This design comes from an exercise in tuning for small area, a short achievable clock period and few clock cycles per item on the open sky130 flow, not from production work. Function was checked by simulation only, so behaviour that the tests miss may differ from the original. Power is estimated from default activity; no workload was simulated.

==> flow/design.v <==
`default_nettype none
package feeder_pkg;
    typedef logic [31:0]  bus_addr_t;
    typedef logic [31:0]  bus_data_t;
    typedef logic [15:0]  word_t;
    typedef logic [511:0] line_t;
    typedef logic [4:0]   word_idx_t;
    typedef logic [14:0]  len_t;
    typedef logic [14:0]  sram_idx_t;
    typedef logic [7:0]   opcode_t;
    typedef logic [10:0]  line_cnt_t;
    localparam opcode_t OP_LOAD_INPUT  = 8'd9;
    localparam opcode_t OP_LOAD_WEIGHT = 8'd10;
    localparam bus_addr_t REG_DRAM_ADDR = 32'h0000_2024;
    localparam bus_addr_t REG_DRAM_LEN  = 32'h0000_2028;
    localparam bus_addr_t REG_XFER      = 32'h0000_2030;
    localparam bus_addr_t REG_SRAM_IDX  = 32'h0000_2034;
    localparam bus_addr_t REG_DATA_TYPE = 32'h0000_2038;
    localparam bus_addr_t REG_BUSY      = 32'h0000_0020;
    localparam int unsigned LINE_BYTES = 64;
    typedef struct packed {
        bus_addr_t addr;
        len_t      len;
        sram_idx_t sram_idx;
        logic      weight;
    } xfer_cfg_t;
    typedef struct packed {
        logic      valid;
        opcode_t   opcode;
        word_t     data;
        sram_idx_t idx;
    } load_cmd_t;
endpackage
`default_nettype wire
`default_nettype none
module feeder_regs #(
    parameter feeder_pkg::bus_addr_t BUS_BASE = 32'hC400_0000
) (
    input  logic                  clk_i,
    input  logic                  rst_i,
    input  logic                  host_strobe_i,
    input  logic                  host_rw_i,
    input  feeder_pkg::bus_addr_t host_addr_i,
    input  feeder_pkg::bus_data_t host_wdata_i,
    output logic                  host_ready_o,
    output feeder_pkg::bus_data_t host_rdata_o,
    input  logic                  busy_next_i,
    output feeder_pkg::xfer_cfg_t cfg_o,
    output logic                  start_o
);
    localparam feeder_pkg::bus_addr_t ADDR_DRAM_ADDR = BUS_BASE + feeder_pkg::REG_DRAM_ADDR;
    localparam feeder_pkg::bus_addr_t ADDR_DRAM_LEN  = BUS_BASE + feeder_pkg::REG_DRAM_LEN;
    localparam feeder_pkg::bus_addr_t ADDR_XFER      = BUS_BASE + feeder_pkg::REG_XFER;
    localparam feeder_pkg::bus_addr_t ADDR_SRAM_IDX  = BUS_BASE + feeder_pkg::REG_SRAM_IDX;
    localparam feeder_pkg::bus_addr_t ADDR_DATA_TYPE = BUS_BASE + feeder_pkg::REG_DATA_TYPE;
    localparam feeder_pkg::bus_addr_t ADDR_BUSY      = BUS_BASE + feeder_pkg::REG_BUSY;
    logic        wr_en;
    logic        rd_en;
    logic [30:0] addr_q;    
    logic        busy_q;
    assign wr_en = host_strobe_i && host_rw_i;
    assign rd_en = host_strobe_i && !host_rw_i;
    assign start_o = wr_en && (host_addr_i == ADDR_XFER);
    always_ff @(posedge clk_i) begin
        if (rst_i) begin
            addr_q       <= '0;
            cfg_o.sram_idx <= '0;
            cfg_o.weight <= 1'b0;
        end else if (wr_en) begin
            if (host_addr_i == ADDR_DRAM_ADDR) begin
                addr_q <= host_wdata_i[31:1];
            end
            if (host_addr_i == ADDR_SRAM_IDX) begin
                cfg_o.sram_idx <= feeder_pkg::sram_idx_t'(host_wdata_i);
            end
            if (host_addr_i == ADDR_DATA_TYPE) begin
                cfg_o.weight <= host_wdata_i[0];
            end
        end
    end
    always_ff @(posedge clk_i) begin
        if (wr_en && (host_addr_i == ADDR_DRAM_LEN)) begin
            cfg_o.len <= feeder_pkg::len_t'(host_wdata_i);
        end
    end
    assign cfg_o.addr = {addr_q, 1'b0};
    always_ff @(posedge clk_i) begin
        if (rst_i) begin
            host_ready_o <= 1'b0;
        end else begin
            host_ready_o <= host_strobe_i;
        end
    end
    always_ff @(posedge clk_i) begin
        if (rst_i) begin
            busy_q <= 1'b0;
        end else if (rd_en && (host_addr_i == ADDR_BUSY)) begin
            busy_q <= busy_next_i;
        end
    end
    assign host_rdata_o = feeder_pkg::bus_data_t'(busy_q);
endmodule
`default_nettype wire
`default_nettype none
module dram_read_req (
    input  logic                  clk_i,
    input  logic                  rst_i,
    input  logic                  start_i,
    input  feeder_pkg::xfer_cfg_t cfg_i,
    input  feeder_pkg::line_cnt_t last_line_i,
    input  logic                  fifo_addr_full_i,
    input  logic                  fifo_rw_full_i,
    output logic                  dram_addr_valid_o,
    output feeder_pkg::bus_addr_t dram_addr_o
);
    logic                  active_q;    
    logic                  valid_q;     
    logic                  first_q;     
    logic [25:0]           line_q;      
    feeder_pkg::line_cnt_t cnt_q;       
    logic                  fifo_ready;
    assign fifo_ready = !fifo_addr_full_i && !fifo_rw_full_i;
    always_ff @(posedge clk_i) begin
        if (rst_i) begin
            active_q <= 1'b0;
            valid_q  <= 1'b0;
        end else if (start_i) begin
            active_q <= 1'b1;
            valid_q  <= fifo_ready;
        end else if (valid_q) begin
            valid_q <= 1'b0;
            if (cnt_q == last_line_i) begin
                active_q <= 1'b0;
            end
        end else begin
            valid_q <= active_q && fifo_ready;
        end
    end
    always_ff @(posedge clk_i) begin
        if (start_i) begin
            first_q <= 1'b1;
            line_q  <= cfg_i.addr[31:6];
            cnt_q   <= '0;
        end else if (valid_q) begin
            first_q <= 1'b0;
            line_q  <= line_q + 1'b1;
            cnt_q   <= cnt_q + 1'b1;
        end
    end
    assign dram_addr_valid_o = valid_q;
    assign dram_addr_o       = {line_q, cfg_i.addr[5:0] & {6{first_q}}};
endmodule
`default_nettype wire
`default_nettype none
module gemm_load_feeder (
    input  logic                  clk_i,
    input  logic                  rst_i,
    input  logic                  start_i,
    input  feeder_pkg::xfer_cfg_t cfg_i,
    input  feeder_pkg::line_cnt_t last_line_i,
    input  feeder_pkg::word_idx_t last_ptr_i,
    input  logic                  fifo_data_empty_i,
    input  feeder_pkg::line_t     dram_line_i,
    output logic                  fifo_data_rd_en_o,
    output feeder_pkg::load_cmd_t load_cmd_o,
    output logic                  busy_next_o
);
    logic                  active_q;    
    feeder_pkg::word_idx_t ptr_q;       
    feeder_pkg::line_cnt_t line_q;      
    logic                  pop_take_q;  
    logic                  pop_only_q;  
    logic                  fresh_q;     
    feeder_pkg::sram_idx_t idx_q;
    logic                  valid_q;
    feeder_pkg::word_t     data_q;
    logic                  take;
    logic                  on_last_line;
    logic                  last_word;
    logic                  next_last;
    logic [31:0]           sel;
    feeder_pkg::word_t     word;
    assign take         = active_q && !fifo_data_empty_i && !pop_only_q;
    assign on_last_line = (line_q == last_line_i);
    assign last_word    = on_last_line && (ptr_q == last_ptr_i);
    assign next_last    = (ptr_q == 5'd30) ||
                          (on_last_line && (feeder_pkg::word_idx_t'(ptr_q + 1'b1) == last_ptr_i));
    always_ff @(posedge clk_i) begin
        if (rst_i) begin
            active_q   <= 1'b0;
            pop_take_q <= 1'b0;
            pop_only_q <= 1'b0;
            valid_q    <= 1'b0;
        end else begin
            valid_q    <= take;
            pop_only_q <= 1'b0;
            if (start_i) begin
                active_q   <= 1'b1;
                pop_take_q <= 1'b0;
            end else if (take) begin
                if (last_word) begin
                    active_q <= 1'b0;
                end
                if (pop_take_q) begin
                    pop_take_q <= 1'b0;
                end else if ((ptr_q == 5'd31) || last_word) begin
                    pop_only_q <= 1'b1;
                end else begin
                    pop_take_q <= next_last;
                end
            end
        end
    end
    always_ff @(posedge clk_i) begin
        if (start_i) begin
            ptr_q   <= cfg_i.addr[5:1];
            line_q  <= '0;
            fresh_q <= 1'b1;
        end else if (take) begin
            ptr_q   <= ptr_q + 1'b1;
            fresh_q <= 1'b0;
            if (ptr_q == 5'd31) begin
                line_q <= line_q + 1'b1;
            end
        end
    end
    always_ff @(posedge clk_i) begin
        if (take) begin
            idx_q <= fresh_q ? cfg_i.sram_idx : feeder_pkg::sram_idx_t'(idx_q + 1'b1);
        end
    end
    always_comb begin
        sel = '0;
        sel[ptr_q] = 1'b1;
    end
    always_comb begin
        word = '0;
        for (int k = 0; k < 32; k++) begin
            word = word | (dram_line_i[16*k +: 16] & {16{sel[k]}});
        end
    end
    always_ff @(posedge clk_i) begin
        data_q <= word;
    end
    assign load_cmd_o.valid  = valid_q;
    assign load_cmd_o.opcode = cfg_i.weight ? feeder_pkg::OP_LOAD_WEIGHT
                                            : feeder_pkg::OP_LOAD_INPUT;
    assign load_cmd_o.data   = data_q;
    assign load_cmd_o.idx    = idx_q;
    assign fifo_data_rd_en_o = pop_take_q || pop_only_q;
    assign busy_next_o       = active_q;
endmodule
`default_nettype wire
`default_nettype none
module data_feeder_top #(
    parameter feeder_pkg::bus_addr_t BUS_BASE = 32'hC400_0000
) (
    input  logic                  clk_i,
    input  logic                  rst_i,
    input  logic                  host_strobe_i,
    input  logic                  host_rw_i,
    input  feeder_pkg::bus_addr_t host_addr_i,
    input  feeder_pkg::bus_data_t host_wdata_i,
    output logic                  host_ready_o,
    output feeder_pkg::bus_data_t host_rdata_o,
    input  logic                  fifo_addr_full_i,
    input  logic                  fifo_rw_full_i,
    input  logic                  fifo_data_empty_i,
    input  feeder_pkg::line_t     dram_line_i,
    output logic                  dram_addr_valid_o,
    output feeder_pkg::bus_addr_t dram_addr_o,
    output logic                  fifo_data_rd_en_o,
    output feeder_pkg::load_cmd_t load_cmd_o
);
    feeder_pkg::xfer_cfg_t xfer_cfg;
    logic                  xfer_start;
    logic                  busy_next;
    logic [15:0]           last_pos;
    assign last_pos = 16'(xfer_cfg.addr[5:1]) + 16'(xfer_cfg.len) - 16'd1;
    feeder_regs #(
        .BUS_BASE (BUS_BASE)
    ) feeder_regs_inst (
        .clk_i         (clk_i),
        .rst_i         (rst_i),
        .host_strobe_i (host_strobe_i),
        .host_rw_i     (host_rw_i),
        .host_addr_i   (host_addr_i),
        .host_wdata_i  (host_wdata_i),
        .host_ready_o  (host_ready_o),
        .host_rdata_o  (host_rdata_o),
        .busy_next_i   (busy_next),
        .cfg_o         (xfer_cfg),
        .start_o       (xfer_start)
    );
    dram_read_req dram_read_req_inst (
        .clk_i             (clk_i),
        .rst_i             (rst_i),
        .start_i           (xfer_start),
        .cfg_i             (xfer_cfg),
        .last_line_i       (last_pos[15:5]),
        .fifo_addr_full_i  (fifo_addr_full_i),
        .fifo_rw_full_i    (fifo_rw_full_i),
        .dram_addr_valid_o (dram_addr_valid_o),
        .dram_addr_o       (dram_addr_o)
    );
    gemm_load_feeder gemm_load_feeder_inst (
        .clk_i             (clk_i),
        .rst_i             (rst_i),
        .start_i           (xfer_start),
        .cfg_i             (xfer_cfg),
        .last_line_i       (last_pos[15:5]),
        .last_ptr_i        (last_pos[4:0]),
        .fifo_data_empty_i (fifo_data_empty_i),
        .dram_line_i       (dram_line_i),
        .fifo_data_rd_en_o (fifo_data_rd_en_o),
        .load_cmd_o        (load_cmd_o),
        .busy_next_o       (busy_next)
    );
endmodule
`default_nettype wire
==> flow/flow/run.sh <==
#!/bin/bash
# Standard ORFS layout, with the port buffers made of the smallest buffer cell.
set -euo pipefail
export BUFFER_PORTS_ARGS="-buffer_cell sky130_fd_sc_hd__buf_1"
bash standard.sh finish > standard.log 2>&1
==> flow/standard.sh <==
#!/bin/bash
# synth_recipe.tcl (not shown) runs the flow's synth.tcl, then flattens the netlist and writes it again
# the make line also repeats each setting of config.mk as NAME=value (left out here)
make -C /OpenROAD-flow-scripts/flow DESIGN_CONFIG=/design/flow/config.mk WORK_HOME=/design/flow/orfs CLKGATE_MAP_FILE= SYNTH_SCRIPT=/design/flow/synth_recipe.tcl "${@:-finish}"
==> flow/config.mk <==
export PLATFORM = sky130hd
export DESIGN_NAME = data_feeder_top
export DESIGN_NICKNAME = data_feeder_top
export VERILOG_FILES = /design/flow/design.v
export SDC_FILE = /design/flow/constraint.sdc
export NUM_CORES = 4
export LEC_CHECK = 0
export CAP_MARGIN = 20
export CORE_AREA = 5 5 275 275
export DIE_AREA = 0 0 280 280
export SLEW_MARGIN = 20
==> flow/constraint.sdc <==
create_clock -name core_clock -period 5.0 [get_ports {clk_i}]
set_input_delay 1.0000 -clock core_clock [delete_from_list [all_inputs] [get_ports {clk_i}]]
set_output_delay 1.0000 -clock core_clock [all_outputs]
set_load 0.01 [all_outputs]
==> reports/results.txt, run 1 <==
CTS buffer count = 17
Fmax = 0.222 GHz
Post-CTS Setup Bufs = 0
Hold Crit Class = flop to flop
Vias in the first global route = 13,200
Global route overflow = 0
Clk root buf = clkbuf_16
Req. time, crit path = 5.35 ns
Final hold violations = 0
Sink Count = 156
Post-DR wirelength/cell = 30.7 um
Max Slew Vio Count = 0
Drt drc = 0
Critical Path, Cell by Cell = inv_1 > ha_1 > xor2_1 > nor2_1 > a22oi_2 > nor2_1 > buf_4 > a222oi_1 > nand4_1 > a221oi_1 > nand3_1 > or3_1
Asr flop ratio synth = 0
Area leader, netlist = dfxtp_1
Worst-Margin Slew = 1.09 ns
Post-layout nets = 2,552
Setup TNS = 0 ns
CP Capture Type = flop
Gates resized, CTS repair = 0
Startpoint Class = flop
Synth top area share = 0.173
Crit path kind = flop to flop
Die Width = 280 um
Max-cap viol count = 0
Cell repeated most along the worst path = nor2_1
RePlAce Congestion = 0.993
Peak VDD IR = 0.251 mV
Die height = 280 um
Via/cell ratio = 4.80
#FFs+latches synth = 156
Longest Clk Path Bufs = 2
Vias = 14,100
Most common cell after layout, fill and taps aside = buf_1
Delay of the slowest critical-path stage = 0.65 ns
HPWL after DPL = 78,000 um
YS warnings = 4
Status = complete, no violations
Synth unique cells = 72
Post-cts hold buffer count = 0
H-tree depth = 4
Most frequent cells in the layout = buf_1, nand2_1, a22oi_1, nor2_1
Final worst-path cycle share = 0.899
Total global-route track usage = 0.217
Routed WL = 90,300 um
Top_reg_cell synth = dfxtp_1
CORE AREA = 72,600 um2
Register area share after synthesis = 0.340
Number of flops mapped to enable cells by yosys = 61
Clock latency (worst-skew pair) = 0.48 ns
PD cells = 195 nW/um2
# rows = 99
First-pass GRT wire length = 116,000 um
Area delta synth->final = 37.4%
Initial antenna violation count = 91
Largest net degree at the start of global routing = 55
Mapped Area = 11,000 um2
DR pass1 iterations = 7
Hold Slack = 0.453 ns
Static leakage = 4.94 nW
I/O pin count = 690
Port bufs = 651
Reg clk slew, reported paths = 0.07 ns
Starting Density = 0.151
Layout cells sized above 1 = 0.0512
Total Power = 2.94 mW
Mapped Cells = 1,310
Full die area = 78,400 um2
Final Core Density = 0.208
Final setup vio count = 0
RSZ-0062 raised after global routing = no
Avg Inst Size Synth = 8.37 um2
Main area contributors after synthesis = dfxtp_1, edfxtp_1, a22oi_1
Critical-path top delay cell = a221oi_1
Min cycle time layout = 4.50 ns
Worst rel slew slack = 0.270
Worst Path Arrival = 4.85 ns
DRT iter0 DRCs = 1,490
Skew final = 0.0267 ns
Crit-path max FO = 16
CTS tree = done
Routed Antenna Nets = 0
[worst paths after layout]
check | startpoint | end | slack (ns) | cells after the start
worst max-delay path | gemm_load_feeder_inst.ptr_q[0] | gemm_load_feeder_inst.data_q[6] | 0.50 | 12
worst min-delay path | feeder_regs_inst.addr_q[23] | feeder_regs_inst.addr_q[23] | 0.45 | 2
worst max register to register | gemm_load_feeder_inst.ptr_q[0] | gemm_load_feeder_inst.data_q[6] | 0.50 | 12
worst min register to register | feeder_regs_inst.addr_q[23] | feeder_regs_inst.addr_q[23] | 0.45 | 2
[registers in the layout, summed over array words and instances, names as in the netlist, 5 cells and up]
signal,flops
feeder_regs_inst.addr_q,31
dram_read_req_inst.cnt_q,11
gemm_load_feeder_inst.line_q,11
dram_read_req_inst.line_q,26
feeder_regs_inst.cfg_o,31
gemm_load_feeder_inst.idx_q,15
gemm_load_feeder_inst.ptr_q,5
gemm_load_feeder_inst.data_q,16
[through the flow]
step | std cells | setup WS [ns] | instance area, um2
after floorplan | 1346 | 1.44 | 11100
after global placement | 2879 | 0.679 | 14400
after detailed placement | 2879 | 0.511 | 14400
after CTS | 2911 | 0.518 | 15000
after global routing | 2923 | 0.298 | 15000
final | 2946 | 0.505 | 15100
[synth_stat cells (3+ instances only)]
cell	instances
a221oi_1	46
ha_1	29
a21oi_1	95
inv_1	45
and2_1	5
a222oi_1	31
nand2b_1	4
nand3_1	37
clkbuf_1	63
or2_2	3
and3_1	20
buf_2	4
nand2_1	179
a31oi_1	5
o21ai_0	24
dfxtp_1	95
nor4_1	12
nand4_1	46
a22o_1	36
a21o_1	5
mux2i_1	6
o22ai_1	3
clkbuf_8	4
edfxtp_1	61
nor2_1	107
xnor2_1	46
buf_4	41
nor3_1	12
nor2b_1	8
xor2_1	47
and4_1	9
a22oi_1	124
or3_1	13
[per-layer routing]
metal	routed length, um	share of wire	track usage	vias to the layer above
met4	3280	0.036	0.0723	30
met1	35300	0.39	0.261	6764
li1	-	-	-	6186
met5	201	0.0022	0	-
met3	9760	0.11	0.0846	207
met2	41800	0.46	0.355	943
[area by class of cell]
| type | count | area (um2) |
|---|---|---|
| Fill cell | 8361 | 57500 |
| Clock buffer | 18 | 439 |
| Multi-Input combinational cell | 1031 | 6590 |
| Timing Repair Buffer | 687 | 2720 |
| Antenna cell | 35 | 87.6 |
| Tap cell | 959 | 1200 |
| Sequential cell | 156 | 3730 |
| Clock inverter | 14 | 125 |
| Inverter | 46 | 173 |
[critical path: cells and delay by family (launching register included)]
kind / cells / cell delay (ns)
flops: 1 / 0.62
compound gates: 3 / 1.55
fa+ha+maj: 1 / 0.34
xor+xnor: 1 / 0.21
buf+inv: 2 / 0.43
simple gates: 5 / 1.22
[cells by family (layout without fill, tap and decap cells)]
kind of cell / after synthesis / count (layout) / share of synthesized area
simple gates: 467 / 467 / 0.203
compound gates: 392 / 392 / 0.260
buf+inv: 159 / 765 / 0.0732
flops: 156 / 156 / 0.340
xor+xnor: 97 / 97 / 0.0816
fa+ha+maj: 30 / 30 / 0.0349
mux: 7 / 7 / 0.00650
other cells: 2 / 73 / 0.000685
[report_power, final]
| group | total (mW) | internal, mW | switching (mW) |
|---|---|---|---|
| registers | 1.32 | 1.32 | 0.00277 |
| logic | 0.303 | 0.116 | 0.187 |
| clock network | 1.32 | 0.667 | 0.651 |
| total | 2.94 | 2.10 | 0.841 |
Testbench counts, summed over its fixed seeds: cycles 184,696, words 174,743.
==> run 2: changes to the inputs <==
--- a/flow/config.mk
+++ b/flow/config.mk
@@ -5,7 +5,9 @@
 export SDC_FILE = /design/flow/constraint.sdc
 export NUM_CORES = 4
 export LEC_CHECK = 0
+export ABC_CLOCK_PERIOD_IN_PS = 2500
 export CAP_MARGIN = 20
 export CORE_AREA = 5 5 275 275
 export DIE_AREA = 0 0 280 280
+export SETUP_SLACK_MARGIN = 2.5
 export SLEW_MARGIN = 20
==> run 2 against run 1 <==
  * Power grew 3.4%
  * First-iteration DRC count shrank 5.0%
  * Die area is the same
  * Via count grew 3.2%
  * Routed wire length grew 2.0%
  * Cell count grew 4.3%
  * Critical path type unchanged
  * Largest cell class unchanged
==> reports/results.txt, run 2 <==
Status = complete, no violations
CTS tree = done
R2R Path Start = feeder_regs_inst.cfg_o[16]
Area delta synth->final = 56.8%
Vias = 14,600
Longest Clk Path Bufs = 2
Switch Pwr = 0.896 mW
RePlAce Congestion = 0.995
Final worst-path cycle share = 0.665
Final setup vio count = 0
Register area share after synthesis = 0.340
I/O pin count = 690
DR pass1 iterations = 8
Worst rel slew slack = 0.384
CP Depth = 14
CP Capture Type = flop
Largest registers = feeder_regs_inst.addr_q (31), feeder_regs_inst.cfg_o (31), dram_read_req_inst.line_q (26)
Fmax = 0.301 GHz
Asr flop ratio synth = 0
Clk root buf = clkbuf_16
PD cells = 177 nW/um2
Skew final = 0.0148 ns
Comb power frac = 0.107
Cells on worst reg2reg path = 14
Min cycle time layout = 3.33 ns
Post-layout nets = 2,676
Die Width = 280 um
DRT iter0 DRCs = 1,416
Fillers = 8,203
Buf+Inv Stages, Crit Path = 2
Routed Antenna Nets = 0
Drt drc = 0
First-pass GRT wire length = 118,000 um
Sink Count = 156
Final hold violations = 0
Crit path to = gemm_load_feeder_inst.active_q
Delay of the slowest critical-path stage = 0.50 ns
Starting Density = 0.151
Global route overflow = 0
Share of power burned in registers = 0.434
Worst Path Arrival = 3.71 ns
CORE AREA = 72,600 um2
Max-cap viol count = 0
Synth unique cells = 72
Total global-route track usage = 0.220
Startpoint Class = flop
Max Slew Vio Count = 0
Hold Crit Class = flop to flop
Worst R2R Setup Slack = 1.67 ns
Total Power = 3.04 mW
Internal power = 2.14 mW
Worst r2r dst = gemm_load_feeder_inst.active_q
HPWL after DPL = 75,000 um
Port bufs = 651
Vias in the first global route = 13,900
Hold Slack = 0.452 ns
Crit path max-delay family = compound AO/OA/AOI/OAI gates
Area leader, netlist = dfxtp_1
Static leakage = 5.84 nW
Grt met3 use = 0.0859
#FFs+latches synth = 156
Largest net degree at the start of global routing = 55
GR peak layer = met2
Crit path launch = feeder_regs_inst.cfg_o[16]
GR Layer Usage met1 = 0.237
Clock latency (worst-skew pair) = 0.49 ns
Mapped Cells = 1,310
M2 GR Usage = 0.367
Critical Path, Cell by Cell = inv_1 > ha_2 > inv_2 > ha_4 > fa_2 > a21o_1 > a221o_2 > a21boi_4 > xnor2_2 > nand3_1 > or4_4 > nor4_4 > a31oi_1 > o21ba_1
Initial antenna violation count = 83
Switching Fraction = 0.295
Crit path kind = flop to flop
Mapped Area = 11,000 um2
Critical-path top delay cell = or4_4
Peak VDD IR = 0.189 mV
Top_reg_cell synth = dfxtp_1
Worst-Margin Slew = 0.922 ns
Full die area = 78,400 um2
Req. time, crit path = 5.38 ns
Number of flops mapped to enable cells by yosys = 61
Clk network pwr share = 0.459
CTS buffer count = 17
Post-DR wirelength/cell = 30.0 um
Reg clk slew, reported paths = 0.08 ns
Setup TNS = 0 ns
Most common cell after layout, fill and taps aside = buf_1
Die height = 280 um
Main area contributors after synthesis = dfxtp_1, edfxtp_1, a22oi_1
Via/cell ratio = 4.75
Crit-path max FO = 3
H-tree depth = 4
Top cells by count, synth = nand2_1, a22oi_1, nor2_1, a21oi_1, dfxtp_1
Routed WL = 92,100 um
Top-count cell post-synth = nand2_1
RSZ-0062 raised after global routing = yes
Layout cells sized above 1 = 0.171
Most frequent cells in the layout = buf_1, nand2_1, a22oi_1, buf_4, dfxtp_1
YS warnings = 4
Synth top area share = 0.173
Avg Inst Size Synth = 8.37 um2
# rows = 99
==> run 2: changes by cell type in the layout (fill, tap and decap cells not counted), sizes merged <==
cell	delta
inv	-1
buf	+120
nor2b	+1
nor2	+1
diode	+2
nand3	+1
bufinv	+1
clkbuf	+1
==> run 2: worst min-delay path by stage <==
stage	start	end	slack, ns	depth (start not counted)
after floorplan	feeder_regs_inst.addr_q[14]	feeder_regs_inst.addr_q[14]	0.43	2
after global placement	feeder_regs_inst.addr_q[14]	feeder_regs_inst.addr_q[14]	0.44	2
after detailed placement	feeder_regs_inst.addr_q[14]	feeder_regs_inst.addr_q[14]	0.45	2
after CTS	feeder_regs_inst.addr_q[14]	feeder_regs_inst.addr_q[14]	0.45	2
after global routing	feeder_regs_inst.cfg_o[6]	feeder_regs_inst.cfg_o[6]	0.48	2
final	feeder_regs_inst.addr_q[14]	feeder_regs_inst.addr_q[14]	0.45	2
==> run 2: what timing repair did <==
item / CTS / global route
endpoints found under the hold margin: 0 / 0
setup endpoints to repair: 138 / 78
gates resized for setup: 125 / 59
pin swaps: 75 / 73
setup buffers: 78 / 46
hold buffers: 0 / 0
cloned: 2 / 2
==> run 2: layer usage <==
layer / routed length, um / up-vias / share of wire
met5: 185 / - / 0.0020
met4: 6130 / 28 / 0.067
met3: 9520 / 235 / 0.10
met2: 43800 / 932 / 0.48
met1: 32500 / 6941 / 0.35
li1: - / 6452 / -
==> run 2: cell type report <==
| cell class | instances | area (um2) | share of cell area |
|---|---|---|---|
| diodes | 37 | 92.6 | 0.00538 |
| clock buffers | 18 | 429 | 0.0250 |
| clock inverters | 14 | 155 | 0.00902 |
| inverters | 46 | 188 | 0.0109 |
| multi-input cells | 1034 | 7500 | 0.436 |
| flip-flops and latches | 156 | 3740 | 0.217 |
| well taps | 959 | 1200 | 0.0698 |
| repair buffers | 808 | 3900 | 0.227 |
==> run 2: kinds of logic after synthesis <==
logic type,Yosys count,synth area share
DFF,156,0.340
and+or+nand+nor,467,0.203
adders and majority gates,30,0.0349
xor gates and xnor gates,97,0.0816
other,2,0.000685
AOI/OAI and AO/OA,392,0.260
buffers and inverters,159,0.0732
muxes,7,0.00650
==> run 2: worst reg2reg max path, delay by kind of cell (launching register included) <==
kind                       cells  cell delay, ns
adders and majority gates      3            0.67
AOI/OAI and AO/OA              5            1.11
DFF                            1            0.36
buffers and inverters          2            0.14
xor gates and xnor gates       1            0.13
and+or+nand+nor                3            0.81
==> run 2: per-stage QoR <==
step	std cells	area [um2]	util	setup slack [ns]
floorplan	1346	11600	-	1.70
global placement	2875	14700	0.202	1.10
detailed placement	2875	14700	0.202	1.09
CTS	2987	16500	0.227	1.61
global route	3054	17200	0.236	1.51
finish	3072	17200	0.237	1.67
==> run 2: power groups by stage <==
stage / sequential (mW) / combinational (mW) / clock [mW]
after floorplan: 1.35 / 0.0591 / 0
after global placement: 1.35 / 0.315 / 0
after detailed placement: 1.35 / 0.307 / 0
after CTS: 1.32 / 0.319 / 1.46
after global routing: 1.32 / 0.342 / 1.50
final: 1.32 / 0.326 / 1.39
==> run 3: changes to the inputs <==
==> flow/run.sh (new file) <==
#!/bin/bash
# synth_recipe.tcl (not shown) runs the flow's synth.tcl, then flattens the netlist and writes it again
# the make line also repeats each setting of config.mk as NAME=value (left out here)
make -C /OpenROAD-flow-scripts/flow DESIGN_CONFIG=/design/flow/config.mk WORK_HOME=/design/flow/orfs CLKGATE_MAP_FILE= SYNTH_SCRIPT=/design/flow/synth_recipe.tcl finish
--- a/flow/config.mk
+++ b/flow/config.mk
@@ -5,9 +5,7 @@
 export SDC_FILE = /design/flow/constraint.sdc
 export NUM_CORES = 4
 export LEC_CHECK = 0
-export ABC_CLOCK_PERIOD_IN_PS = 2500
 export CAP_MARGIN = 20
 export CORE_AREA = 5 5 275 275
 export DIE_AREA = 0 0 280 280
-export SETUP_SLACK_MARGIN = 2.5
 export SLEW_MARGIN = 20
removed: flow/flow/run.sh
removed: flow/standard.sh
==> run 3 against run 2 <==
  * Sequential share of layout area fell by 2.3 points
  * Synthesized cell count did not move
  * First-iteration DRC count rose by 11%
  * Sequential power barely moved
  * Register-to-register slack got worse by 0.97 ns
  * Non-clock buffer count fell by 118
  * Critical path type unchanged
  * Critical endpoint is now gemm_load_feeder_inst.data_q[6]
==> reports/results.txt, run 3 <==
Status = complete, no violations
Most frequent cells in the layout = clkdlybuf4s50_1, nand2_1, a22oi_1, nor2_1
RSZ-0062 raised after global routing = no
DRT iter0 DRCs = 1,571
Worst rel slew slack = 0.274
Register area share after synthesis = 0.340
Asr flop ratio synth = 0
Hold_sp = feeder_regs_inst.addr_q[19]
Crit path kind = flop to flop
Die Width = 280 um
Number of flops mapped to enable cells by yosys = 61
Vias = 13,800
CORE AREA = 72,600 um2
Post-DR wirelength/cell = 31.1 um
Skew final = 0.0214 ns
Crit-path max FO = 9
Total Power = 3.35 mW
Max Slew Vio Count = 0
Die height = 280 um
Sink Count = 156
Final setup vio count = 0
Fillers = 7,948
Static leakage = 6.76 nW
Startpoint Class = flop
Final hold violations = 0
YS warnings = 4
Initial antenna violation count = 92
Post-CTS Setup Bufs = 0
Top-count cell post-synth = nand2_1
Main area contributors after synthesis = dfxtp_1, edfxtp_1, a22oi_1
Largest registers = feeder_regs_inst.addr_q (31), feeder_regs_inst.cfg_o (31), dram_read_req_inst.line_q (26)
Max-cap viol count = 0
Largest net degree at the start of global routing = 55
Crit path launch = gemm_load_feeder_inst.ptr_q[0]
Hold Crit Class = flop to flop
Drt drc = 0
Vias in the first global route = 13,200
Longest Clk Path Bufs = 2
Global route overflow = 0
Final instance area = 19,200 um2
Placed instance area = 18,500 um2
FF+latch area = 3730 um2
Fmax = 0.233 GHz
Routed WL = 91,700 um
Mapped Cells = 1,310
H-tree depth = 4
HPWL after DPL = 78,400 um
Final WS setup = 0.702 ns
Worst-Margin Slew = 1.09 ns
Clock latency (worst-skew pair) = 0.47 ns
Cells on worst reg2reg path = 11
Worst r2r dst = gemm_load_feeder_inst.data_q[6]
Synth top area share = 0.173
Avg Inst Size Synth = 8.37 um2
CP Capture Type = flop
CTS tree = done
Peak VDD IR = 0.246 mV
I/O pin count = 690
Req. time, crit path = 5.35 ns
Post-layout nets = 2,555
Clk root buf = clkbuf_16
Gates resized, CTS repair = 0
Routed Antenna Nets = 0
Starting Density = 0.151
Most common cell after layout, fill and taps aside = clkdlybuf4s50_1
Top cells by count, synth = nand2_1, a22oi_1, nor2_1, a21oi_1, dfxtp_1
Top_reg_cell synth = dfxtp_1
Full die area = 78,400 um2
Worst Path Arrival = 4.64 ns
Final worst-path cycle share = 0.860
Area of the multi-input gates = 6590 um2
Total global-route track usage = 0.219
RePlAce Congestion = 0.957
Reg clk slew, reported paths = 0.09 ns
Setup slack at placement = 0.719 ns
Crit path to = gemm_load_feeder_inst.data_q[6]
Min cycle time layout = 4.30 ns
#FFs+latches synth = 156
PD cells = 174 nW/um2
First-pass GRT wire length = 117,000 um
Post-cts hold buffer count = 0
Mapped Area = 11,000 um2
CTS buffer count = 17
DR pass1 iterations = 9
Area delta synth->final = 75.2%
Via/cell ratio = 4.69
Layout cells sized above 1 = 0.0527
Setup TNS = 0 ns
Area leader, netlist = dfxtp_1
# rows = 99
R2R Path Start = gemm_load_feeder_inst.ptr_q[0]
Port bufs = 651
Worst R2R Setup Slack = 0.70 ns
Synth unique cells = 72
[run 3: cell counts after synthesis]
No cell type changed its count.
[run 3: critical path, stage by stage, from the launching register on]
cell and delay, ns:
edfxtp_1 0.38, inv_1 0.16, ha_1 0.33, xor2_1 0.21, nor2_1 0.07, a22oi_2 0.51
nor2_1 0.33, a222oi_1 0.35, nand4_1 0.17, a221oi_1 0.72, nand3_1 0.45, or3_1 0.51
[run 3: worst min path at each step]
| stage | to | cells past startpoint |
|---|---|---|
| after global placement | feeder_regs_inst.addr_q[3] | 2 |
| after detailed placement | feeder_regs_inst.cfg_o[8] | 2 |
| after CTS | feeder_regs_inst.addr_q[19] | 2 |
| final | feeder_regs_inst.addr_q[19] | 2 |
| after floorplan | feeder_regs_inst.cfg_o[2] | 2 |
| after global routing | feeder_regs_inst.addr_q[14] | 2 |
[run 3: area by class of cell]
class	count	area share
sequential	156	0.194
timing repair buffer	690	0.354
tap	959	0.0625
multi-input combinational	1031	0.343
antenna	37	0.00482
clock buffer	17	0.0221
inverter	46	0.00899
clock inverter	15	0.00996
[run 3: metal layers]
layer / vias to the layer above / share of wire / track usage
met1: 6534 / 0.36 / 0.241
met5: - / 0.0039 / 0
met4: 56 / 0.040 / 0.0833
li1: 6191 / - / -
met3: 206 / 0.13 / 0.118
met2: 850 / 0.46 / 0.355
[run 3: logic make-up (layout without fill, tap and decap cells)]
family	Yosys count	in the layout	share of synthesized area
AOI/OAI and AO/OA	392	392	0.260
xor gates and xnor gates	97	97	0.0816
adders and majority gates	30	30	0.0349
buffers and inverters	159	768	0.0732
DFF	156	156	0.340
muxes	7	7	0.00650
other	2	75	0.000685
and+or+nand+nor	467	467	0.203
[run 3: metrics by stage]
stage,cells,hold WS (ns),utilization
after floorplan,1346,0.428,-
final,2951,0.453,0.265
after detailed placement,2882,0.444,0.255
after CTS,2914,0.453,0.263
after global placement,2881,0.437,0.255
after global routing,2930,0.478,0.264
[run 3: power breakdown]
group          switching (mW)  leakage (nW)  internal, mW
Sequential            0.00279          1.24          1.32
Combinational           0.186          5.23         0.418
Clock                   0.700         0.298         0.725

[re-timing with driven ports]
In the flow no input, the clock included, has a driving cell. The finished layouts below were timed again as built, in two steps.
Step 1, drivers: a clkbuf_16 drives clk_i and a buf_2 each remaining input, both assumed.
Step 2 adds t to the input delays and takes it off the output delays; t is the mean of the earliest and latest rising clock arrival at the registers after step 1. Input paths then give back, and output paths get back, about the clock's delay inside the block.
Slacks: no drivers / after step 1 / after step 2; pairs: no drivers / after step 1.
run | shift t [ns] | slack for setup (ns) | clock arrival spread, ns
run 1 | 0.518 | 0.505 / 0.505 / 0.505 | 0.026 / 0.027
run 2 | 0.545 | 1.674 / 1.674 / 1.674 | 0.017 / 0.018
run 3 | 0.520 | 0.702 / 0.702 / 0.702 | 0.021 / 0.021
After both steps every run listed still meets setup and hold.
